This design comes from an exercise in tuning for small area, a short achievable clock period and few clock cycles per item on the open sky130 flow, not from production work.
For this run, only the layout was checked, not whether the RTL still works.
No activity file was given, so power comes from the tool's default toggle rates.

==> design/flow/flow/synth.tcl <==
# The standard flow's synthesis (synth_recipe.tcl in the work folder), with the ABC
# mapping script replaced by the area-oriented one in this folder.
proc abc {args} {
  set i [lsearch -exact $args -script]
  if {$i >= 0} { lset args [expr {$i + 1}] $::env(FLOW_ABC_SCRIPT) }
  yosys abc {*}$args
}
source $::env(FLOW_WORK)/synth_recipe.tcl
==> design/flow/flow/run.sh <==
#!/bin/bash
# Standard layout, with three changes:
# - synthesis maps logic with an area-oriented ABC script (flow/synth.tcl),
# - plain buffers (instead of the default delay-cell buffers) on the ports,
# - a clock tree without dummy balancing loads.
set -e
export FLOW_WORK=$PWD
export FLOW_ABC_SCRIPT=$PWD/flow/abc_area_map.script
export BUFFER_PORTS_ARGS="-buffer_cell sky130_fd_sc_hd__buf_1"
export CTS_ARGS="-sink_clustering_enable -repair_clock_nets -sink_clustering_size 20 -sink_clustering_max_diameter 60 -buf_list sky130_fd_sc_hd__clkbuf_8 -dont_use_dummy_load"
sed "s#SYNTH_SCRIPT=[^ ]*#SYNTH_SCRIPT=$PWD/flow/synth.tcl#" standard.sh > flow_standard.sh
bash flow_standard.sh > standard.log 2>&1
==> design/flow/standard.sh <==
#!/bin/bash
# synth_recipe.tcl (not shown) runs the flow's synth.tcl, then flattens the netlist and writes it again
# the make line also repeats each setting of config.mk as NAME=value (left out here)
make -C /OpenROAD-flow-scripts/flow DESIGN_CONFIG=/design/flow/config.mk WORK_HOME=/design/flow/orfs CLKGATE_MAP_FILE= SYNTH_SCRIPT=/design/flow/synth_recipe.tcl "${@:-finish}"
==> design/flow/config.mk <==
export PLATFORM = sky130hd
export DESIGN_NAME = kyber_noise_acc
export DESIGN_NICKNAME = kyber_noise_acc
export VERILOG_FILES = /design/flow/design.v
export SDC_FILE = /design/flow/constraint.sdc
export NUM_CORES = 4
export LEC_CHECK = 0
export ABC_AREA = 1
export CAP_MARGIN = 20
export CORE_MARGIN = 2
export CORE_UTILIZATION = 60
export CTS_BUF_LIST = sky130_fd_sc_hd__clkbuf_8
export CTS_CLUSTER_DIAMETER = 60
export CTS_CLUSTER_SIZE = 20
export SETUP_SLACK_MARGIN = 3.3
export SLEW_MARGIN = 20
==> design/flow/design.v <==
`timescale 1ns/1ps
package kyber_params_pkg;
	localparam int KYBER_Q = 3329;  
	localparam int COEFF_W = 12;  
	localparam int LANES = 4;  
	localparam int NOISE_W = 25;
	localparam int ETA_SEL_BIT = NOISE_W - 1;
	typedef logic [COEFF_W-1:0] coeff_t;
	typedef logic [LANES*COEFF_W-1:0] poly_word_t;
	typedef logic [NOISE_W-1:0] noise_word_t;
endpackage
`timescale 1ns/1ps
package noise_acc_ctrl_pkg;
	localparam int WORDS_PER_POLY = 64;  
	localparam int WORD_IDX_W = $clog2(WORDS_PER_POLY);
	localparam int RING_LEN = 4;
	localparam int RING_LEN_W = $clog2(RING_LEN);
	localparam int RINGS = WORDS_PER_POLY / RING_LEN;
	localparam int NOISE_SAMPLE_W = 3;
	localparam int NOISE_ENC_W = 4 * NOISE_SAMPLE_W;  
	typedef logic [WORD_IDX_W-1:0] word_idx_t;
	typedef logic [NOISE_ENC_W-1:0] noise_enc_t;
endpackage
`timescale 1ns/1ps
module noise_acc_fsm
(
	input  logic clk,
	input  logic rst,
	input  logic start_i,
	input  logic noise_empty_i,
	input  logic poly_empty_i,
	input  logic last_i,       
	input  logic slot_i,       
	input  logic slot_next_i,  
	output logic idle_o,       
	output logic noise_req_o,
	output logic poly_req_o,
	output logic noise_take_o,  
	output logic poly_take_o,   
	output logic step_o
);
	logic noise_act_q;   
	logic poly_act_q;    
	logic noise_wait_q;  
	logic poly_wait_q;   
	logic noise_act_d;
	logic poly_act_d;
	assign idle_o = !noise_act_q && !poly_act_q;
	assign noise_req_o = !(noise_empty_i || noise_wait_q);
	assign poly_req_o  = !(poly_empty_i || poly_wait_q);
	assign noise_take_o = !noise_empty_i && (idle_o || (noise_act_q && slot_i));
	assign poly_take_o  = !poly_empty_i && poly_act_q && slot_i;
	assign step_o       = noise_take_o || poly_take_o;
	assign noise_act_d = start_i || (noise_act_q && !(noise_take_o && last_i));
	assign poly_act_d  = (noise_take_o && last_i) || (poly_act_q && !(poly_take_o && last_i));
	always_ff @(posedge clk) begin
		if (rst) begin
			noise_act_q  <= 1'b0;
			poly_act_q   <= 1'b0;
			noise_wait_q <= 1'b0;
			poly_wait_q  <= 1'b1;
		end else begin
			noise_act_q  <= noise_act_d;
			poly_act_q   <= poly_act_d;
			noise_wait_q <= !((noise_act_d && slot_next_i) || (!noise_act_d && !poly_act_d));
			poly_wait_q  <= !(poly_act_d && slot_next_i);
		end
	end
endmodule
`timescale 1ns/1ps
module word_counter
(
	input  logic                          clk,
	input  logic                          clr_i,   
	input  logic                          step_i,  
	output logic                          last_o,
	output logic                          slot_o,      
	output logic                          slot_next_o  
);
	noise_acc_ctrl_pkg::word_idx_t idx_q;  
	logic [noise_acc_ctrl_pkg::RING_LEN_W-1:0] mis_q;
	logic [noise_acc_ctrl_pkg::RING_LEN_W-1:0] mis_next;
	noise_acc_ctrl_pkg::word_idx_t idx;    
	assign idx      = clr_i ? '0 : idx_q;
	assign last_o   = &idx;
	assign mis_next = clr_i ? '0 : mis_q + noise_acc_ctrl_pkg::RING_LEN_W'(!step_i);
	assign slot_o      = mis_q == '0;
	assign slot_next_o = mis_next == '0;
	always_ff @(posedge clk) begin
		idx_q <= idx + noise_acc_ctrl_pkg::WORD_IDX_W'(step_i);
		mis_q <= mis_next;
	end
endmodule
`timescale 1ns/1ps
module cbd_sampler
(
	input  kyber_params_pkg::noise_word_t word_i,
	output noise_acc_ctrl_pkg::noise_enc_t samples_o
);
	for (genvar n = 0; n < kyber_params_pkg::LANES; n++) begin : g_lane
		logic [1:0] pos_sum;
		logic [1:0] neg_sum;
		assign pos_sum = word_i[kyber_params_pkg::ETA_SEL_BIT]
			? 2'(word_i[6*n]) + 2'(word_i[6*n+1]) + 2'(word_i[6*n+2])
			: 2'(word_i[4*n]) + 2'(word_i[4*n+1]);
		assign neg_sum = word_i[kyber_params_pkg::ETA_SEL_BIT]
			? 2'(word_i[6*n+3]) + 2'(word_i[6*n+4]) + 2'(word_i[6*n+5])
			: 2'(word_i[4*n+2]) + 2'(word_i[4*n+3]);
		assign samples_o[n*noise_acc_ctrl_pkg::NOISE_SAMPLE_W +: noise_acc_ctrl_pkg::NOISE_SAMPLE_W] = {1'b0, pos_sum} - {1'b0, neg_sum};
	end
endmodule
`timescale 1ns/1ps
module poly_ram
(
	input  logic                           clk,
	input  logic                           shift_i,
	input  noise_acc_ctrl_pkg::noise_enc_t wr_data_i,
	output noise_acc_ctrl_pkg::noise_enc_t rd_data_o
);
	localparam int RINGS = noise_acc_ctrl_pkg::RINGS;
	localparam int LEN   = noise_acc_ctrl_pkg::RING_LEN;
	noise_acc_ctrl_pkg::noise_enc_t ring [RINGS][LEN];
	for (genvar j = 0; j < RINGS; j++) begin : g_ring
		noise_acc_ctrl_pkg::noise_enc_t feed;
		if (j == 0) begin : g_head
			assign feed = wr_data_i;
		end else begin : g_link
			assign feed = ring[j-1][LEN-1];
		end
		always_ff @(posedge clk) begin
			ring[j][0] <= shift_i ? feed : ring[j][LEN-1];
			for (int i = 1; i < LEN; i++)
				ring[j][i] <= ring[j][i-1];
		end
	end
	assign rd_data_o = ring[RINGS-1][LEN-1];
endmodule
`timescale 1ns/1ps
module mod_q_adder
(
	input  kyber_params_pkg::poly_word_t   a_i,
	input  noise_acc_ctrl_pkg::noise_enc_t b_i,
	output kyber_params_pkg::poly_word_t   raw_o,   
	output logic [2*kyber_params_pkg::LANES-1:0] wrap_o,  
	input  kyber_params_pkg::poly_word_t   raw_i,   
	input  logic [2*kyber_params_pkg::LANES-1:0] wrap_i,  
	output kyber_params_pkg::poly_word_t   sum_o
);
	function automatic logic [13:0] add_raw(input kyber_params_pkg::coeff_t a, input logic [2:0] b);
		logic [1:0]  lo;
		logic        c2;
		logic        inc;
		logic        dec;
		logic [9:0]  ones;   
		logic [9:0]  zeros;  
		logic [11:0] raw;
		logic        wrap_lo;
		logic        wrap_hi;
		lo[0] = a[0] ^ b[0];
		lo[1] = a[1] ^ b[1] ^ (a[0] & b[0]);
		c2    = (a[1] & b[1]) | ((a[1] ^ b[1]) & a[0] & b[0]);
		inc   = !b[2] && c2;
		dec   = b[2] && !c2;
		for (int k = 0; k < 10; k++) begin
			ones[k]  = &(a[11:2] | ~((10'd1 << k) - 10'd1));
			zeros[k] = ~|(a[11:2] & ((10'd1 << k) - 10'd1));
		end
		raw[1:0] = lo;
		for (int i = 2; i < 12; i++)
			raw[i] = a[i] ^ ((inc && ones[i-2]) || (dec && zeros[i-2]));
		wrap_lo = dec && a[11:2] == 10'h000;                                                  
		wrap_hi = !b[2] && lo != 2'b00 && (a[11:2] == 10'h340 || (a[11:2] == 10'h33F && c2));  
		add_raw = {wrap_lo, wrap_hi, raw};
	endfunction
	function automatic kyber_params_pkg::coeff_t fix(input kyber_params_pkg::coeff_t raw, input logic [1:0] wrap);
		if (wrap[1])
			fix = {3'b110, raw[1:0] == 2'b11, {6{raw[1:0] != 2'b11}}, raw[1:0] + 2'd1};  
		else if (wrap[0])
			fix = {10'd0, raw[1:0] - 2'd1};
		else
			fix = raw;
	endfunction
	for (genvar n = 0; n < kyber_params_pkg::LANES; n++) begin : g_lane
		assign {wrap_o[2*n +: 2], raw_o[n*kyber_params_pkg::COEFF_W +: kyber_params_pkg::COEFF_W]} = add_raw(
			a_i[n*kyber_params_pkg::COEFF_W +: kyber_params_pkg::COEFF_W],
			b_i[n*noise_acc_ctrl_pkg::NOISE_SAMPLE_W +: noise_acc_ctrl_pkg::NOISE_SAMPLE_W]);
		assign sum_o[n*kyber_params_pkg::COEFF_W +: kyber_params_pkg::COEFF_W] = fix(
			raw_i[n*kyber_params_pkg::COEFF_W +: kyber_params_pkg::COEFF_W], wrap_i[2*n +: 2]);
	end
endmodule
`timescale 1ns/1ps
module kyber_noise_acc
(
	input  logic        clk,
	input  logic        rst,
	input  logic        start_i,
	input  logic        noise_empty_i,
	output logic        noise_req_o,
	input  kyber_params_pkg::noise_word_t noise_i,
	input  logic        poly_empty_i,
	output logic        poly_req_o,
	input  kyber_params_pkg::poly_word_t  poly_i,
	output kyber_params_pkg::poly_word_t  sum_o,
	output logic        sum_valid_o,
	output logic        done_o
);
	logic       step;
	logic       last;
	logic       slot;
	logic       idle;
	logic       slot_next;
	logic       noise_take;
	logic       poly_take;
	logic       noise_req_q;  
	logic       poly_req_q;   
	logic       last_q;       
	noise_acc_ctrl_pkg::noise_enc_t samples;
	noise_acc_ctrl_pkg::noise_enc_t stored;
	kyber_params_pkg::poly_word_t   raw_next;
	kyber_params_pkg::poly_word_t   raw_q;   
	logic [7:0]                     wrap_next;
	logic [7:0]                     wrap_q;  
	noise_acc_fsm u_fsm (
		.clk           (clk),
		.rst           (rst),
		.start_i       (start_i),
		.noise_empty_i (noise_empty_i),
		.poly_empty_i  (poly_empty_i),
		.last_i        (last),
		.slot_i        (slot),
		.slot_next_i   (slot_next),
		.idle_o        (idle),
		.noise_req_o   (noise_req_o),
		.poly_req_o    (poly_req_o),
		.noise_take_o  (noise_take),
		.poly_take_o   (poly_take),
		.step_o        (step)
	);
	word_counter u_counter (
		.clk         (clk),
		.clr_i       (idle),
		.step_i      (step),
		.last_o      (last),
		.slot_o      (slot),
		.slot_next_o (slot_next)
	);
	always_ff @(posedge clk) begin
		if (rst) begin
			noise_req_q <= 1'b0;
			poly_req_q  <= 1'b0;
		end else begin
			noise_req_q <= noise_take;
			poly_req_q  <= poly_take;
		end
		last_q <= poly_take && last;
	end
	cbd_sampler u_sampler (
		.word_i    (noise_i),
		.samples_o (samples)
	);
	poly_ram u_ram (
		.clk       (clk),
		.shift_i   (noise_req_q || poly_req_q),
		.wr_data_i (samples),
		.rd_data_o (stored)
	);
	mod_q_adder u_adder (
		.a_i    (poly_i),
		.b_i    (stored),
		.raw_o  (raw_next),
		.wrap_o (wrap_next),
		.raw_i  (raw_q),
		.wrap_i (wrap_q),
		.sum_o  (sum_o)
	);
	always_ff @(posedge clk) begin
		raw_q  <= raw_next;
		wrap_q <= wrap_next;
		if (rst) begin
			sum_valid_o <= 1'b0;
			done_o      <= 1'b0;
		end else begin
			sum_valid_o <= poly_req_q;
			done_o      <= !start_i && (done_o || (poly_req_q && last_q));
		end
	end
endmodule
==> design/flow/flow/abc_area_map.script <==
strash
&get -n
&st
&synch2
&put
dch -f
amap
topo
stime -c
==> design/flow/constraint.sdc <==
create_clock -name core_clock -period 6.0 [get_ports {clk}]
set_input_delay 1.2000 -clock core_clock [delete_from_list [all_inputs] [get_ports {clk}]]
set_output_delay 1.2000 -clock core_clock [all_outputs]
set_load 0.01 [all_outputs]
==> key figures <==
Run status
  – Outcome: timing/DRC/antenna clean

CTS
  – H-tree Lvls: 2
  – Clk buf depth: 3
  – Clock Sinks: 841
  – Hold buffers post-CTS: 0
  – Number of CTS-inserted buffers: 50
  – CTS tree: done
  – Root Buffer: clkbuf_8
  – Clock transition at path regs: 0.11 ns
  – Worst skew pair latency: approximately 0.6 ns

Setup path
  – CP max FO: 2
  – Required @ worst endpoint: 4.80 ns
  – CP startpoint kind: flop
  – Flop2flop setup slack: 3.71 ns
  – Worst R2R Path Depth: 5
  – Critical Setup Path Class: reg2out
  – Critical R2R Capture: u_ram.ring[40][10]
  – Worst setup path end: sum_o[13]
  – Worst EP arrival: 1.64 ns
  – Reg2Reg Launch Point: poly_req_q
  – Critical Path Sink Type: output port
  – Critical Path Start: raw_q[12]

Hold path
  – HP Class: reg2reg

Layout
  – FF+latch area: 16900 sq um
  – N_diodes: 0
  – Area of the multi-input gates: 4470 sq um
  – Fillers: 2622
  – Layout cell share with drive strength beyond 1: 12.2%
  – Layout Nets: between 1500 and 2000
  – Fin util: roughly 67%
  – Syn-to-layout area delta: 11.6%

Timing
  – Final Hold Viols: 0
  – Setup violators final: 0
  – Clock period minus worst slack: 2.84 ns
  – Final Slew Violations: 0
  – Fmax: 352 MHz
  – Worst-margin pin slew: about 0.83 ns
  – Rel. slew slack: 44.7%
  – Fin crit share: approximately 47%
  – RSZ-0062 raised after global routing: yes
  – Setup TNS: 0 ns
  – Clock Skew: 0.0592 ns

Synthesis
  – Mapped Area: 21300 sq um
  – Post-synthesis sequential area ratio: 78.9%
  – Yosys cell types: 25
  – Synthesized flop and latch total: 841
  – Synth Net Count: between 1500 and 2000
  – Avg Cell Area, Syn: 13.7 sq um
  – Mapped Cells: 1558
  – Syn. warnings: 6

Global route
  – Grt ovf: 0
  – Largest net degree at the start of global routing: 206
  – Total GRT Usage: between 10% and 20%
  – Initial antenna violation count: 0
  – First-pass GRT wire length: about 48000 um
  – Vias in the first global route: 10276

Placement
  – Buffers added on ports: 129
  – Dpl hpwl: about 16000 um
  – Placer congestion estimate: approximately 0.81

Route
  – Antenna-violating nets left: 0
  – Drt initial violations: 477
  – Routed WL: 29100 um
  – DRT Pass-1 Iters: 4
  – Routed WL per cell: 13.1 um
  – Vias/cell: between 4 and 5
  – Via count: 10961
  – Residual DRC: 0

Floorplan
  – Starting Density: 60.4%
  – Core area: 35300 sq um
  – Rows: 69
  – # IOs: 130
  – DIE HEIGHT: 193 um
  – DIE AREA: 37100 sq um
  – Chip width: 193 um

Pwr
  – Pleak: 9.42 nW
  – VDD IR max: 0.000287 V
  – Power Total: 11.1 mW
  – Total power density per cell area: 468 nW/um^2

Flow run
  – Max cap viols: 0
==> placed cells by master (no fill, tap or decap), drive strengths merged <==
cell	count
a31oi	8
a221oi	2
dfxtp	841
or3	1
nor4	6
or2	2
a211oi	1
o311a	1
clkinvlp	1
o2111ai	4
o21bai	1
ha	34
o21ai	67
a21oi	32
nor2b	10
nor2	100
clkinv	112
nand3	13
nor3	16
clkbuf	52
o221a	1
and3	1
buf	139
o22ai	27
xor2	2
fa	12
nand2	69
o22a	189
inv	5
==> critical path, cell delays in order (launching register included) <==
cell and delay, ns:
dfxtp_4 0.37, ha_4 0.26, inv_2 0.04, o22ai_2 0.18
o22ai_2 0.09, buf_2 0.14
==> report_power, final <==
group / switching [mW] / total, mW / internal (mW) / leakage, nW
clock network: 1.48 / 2.23 / 0.753 / 0.359
registers: 0.555 / 7.87 / 7.32 / 7.06
logic: 0.472 / 1.03 / 0.557 / 2.00
==> cells by family (layout without fill, tap and decap cells) <==
family	count (synthesis)	count (layout)	share of synthesized area, %
adder cells (fa/ha/maj)	46	46	3.12
AND/OR/NAND/NOR	218	218	4.24
XOR/XNOR	2	2	0.0822
buffers and inverters	118	309	2.08
flip-flops	841	841	78.9
AO/OA/AOI/OAI	333	333	11.5
==> state kept, by name, summed over array words and instances, names as in the netlist, 2 cells and up <==
name and flops:
u_counter.mis_q 2, raw_q 48, wrap_q 8, u_ram.ring 768
u_counter.idx_q 6
==> worst min-delay path by stage <==
stage / startpoint / end / slack [ns] / cells past startpoint
finish: u_ram.ring[8][11] / u_ram.ring[9][11] / 0.27 / 0
global route: u_ram.ring[8][11] / u_ram.ring[9][11] / 0.27 / 0
CTS: u_ram.ring[8][11] / u_ram.ring[9][11] / 0.27 / 0
detailed placement: u_ram.ring[10][0] / u_ram.ring[11][0] / 0.31 / 0
global placement: u_ram.ring[14][5] / u_ram.ring[15][5] / 0.31 / 0
floorplan: u_ram.ring[9][0] / u_ram.ring[10][0] / 0.31 / 0
==> repair_timing <==
item | 4_1_cts | 5_1_grt
gates resized for setup | 132 | 61
setup endpoints to repair | 125 | 121
cloned | 0 | 1
buffers inserted | 9 | 0
pin swaps | 14 | 11
==> routing by layer <==
layer / GRT usage [%] / part of all wire, % / up-vias
met5: 0 / 0 / -
met4: 4.64 / 1.9 / 0
met3: 3.09 / 4.6 / 47
met2: 23.6 / 42 / 178
met1: 22.2 / 52 / 5082
li1: - / - / 5654
==> final cells by class <==
class | count | area share [%]
clock buffers | 50 | 2.89
inverters | 118 | 2.06
multi-input cells | 599 | 18.8
repair buffers | 141 | 2.93
flip-flops and latches | 841 | 70.9
well taps | 461 | 2.42
==> synthesized netlist by cell type <==
cell / count / area (sq um)
a211oi_1: 1 / 7.51
a21oi_1: 32 / 160
a221oi_1: 2 / 17.5
a31oi_1: 8 / 50.1
and3_1: 1 / 6.26
clkinv_1: 118 / 443
dfxtp_1: 841 / 16800
fa_1: 12 / 240
ha_1: 34 / 425
nand2_1: 69 / 259
nand3_1: 13 / 65.1
nor2_1: 100 / 375
nor2b_1: 10 / 62.6
nor3_1: 16 / 80.1
nor4_1: 6 / 37.5
o2111ai_1: 4 / 35.0
o21ai_0: 67 / 335
o21bai_1: 1 / 7.51
o221a_1: 1 / 11.3
o22a_1: 189 / 1660
o22ai_1: 27 / 169
o311a_1: 1 / 10.0
or2_0: 2 / 12.5
or3_1: 1 / 6.26
xor2_1: 2 / 17.5
==> metrics by stage <==
stage               hold slack [ns]  cell area [sq um]  setup slack [ns]  std cells
finish                        0.267              23800              3.16       2210
global route                  0.268              23800              3.08       2210
CTS                           0.267              23600              3.10       2209
detailed placement            0.312              22600              2.44       2150
global placement              0.310              22600              2.53       2150
floorplan                     0.310              21500             -1.03       1558

[afterwards: timing with drivers on the ports]
No port has a modelled driver above. Below, the same layout with a new extraction and two added sets of constraints.
Step 1: set_driving_cell puts a clkbuf_16 on clk and a buf_2 on each other input, an assumption about the parent block.
Step 2, shift: input delay + t, output delay - t, t = (earliest + latest rising clock arrival at the registers) / 2. This alone moves slack from input paths to output paths.
Three values: ideal, step 1, step 2; two values: the first two.
t, ns: 0.625
setup slack, ns: 3.160 / 3.113 / 2.977
worst hold slack (ns): 0.267 / 0.267 / 0.267
worst register clock-pin slew, ns: 0.11 / 0.11
worst data-port slew with drivers (ns): 0.04
After both steps setup and hold are still met in this run. The setup slack of this run moves by -0.047 ns with the drivers and by -0.183 ns with both steps.
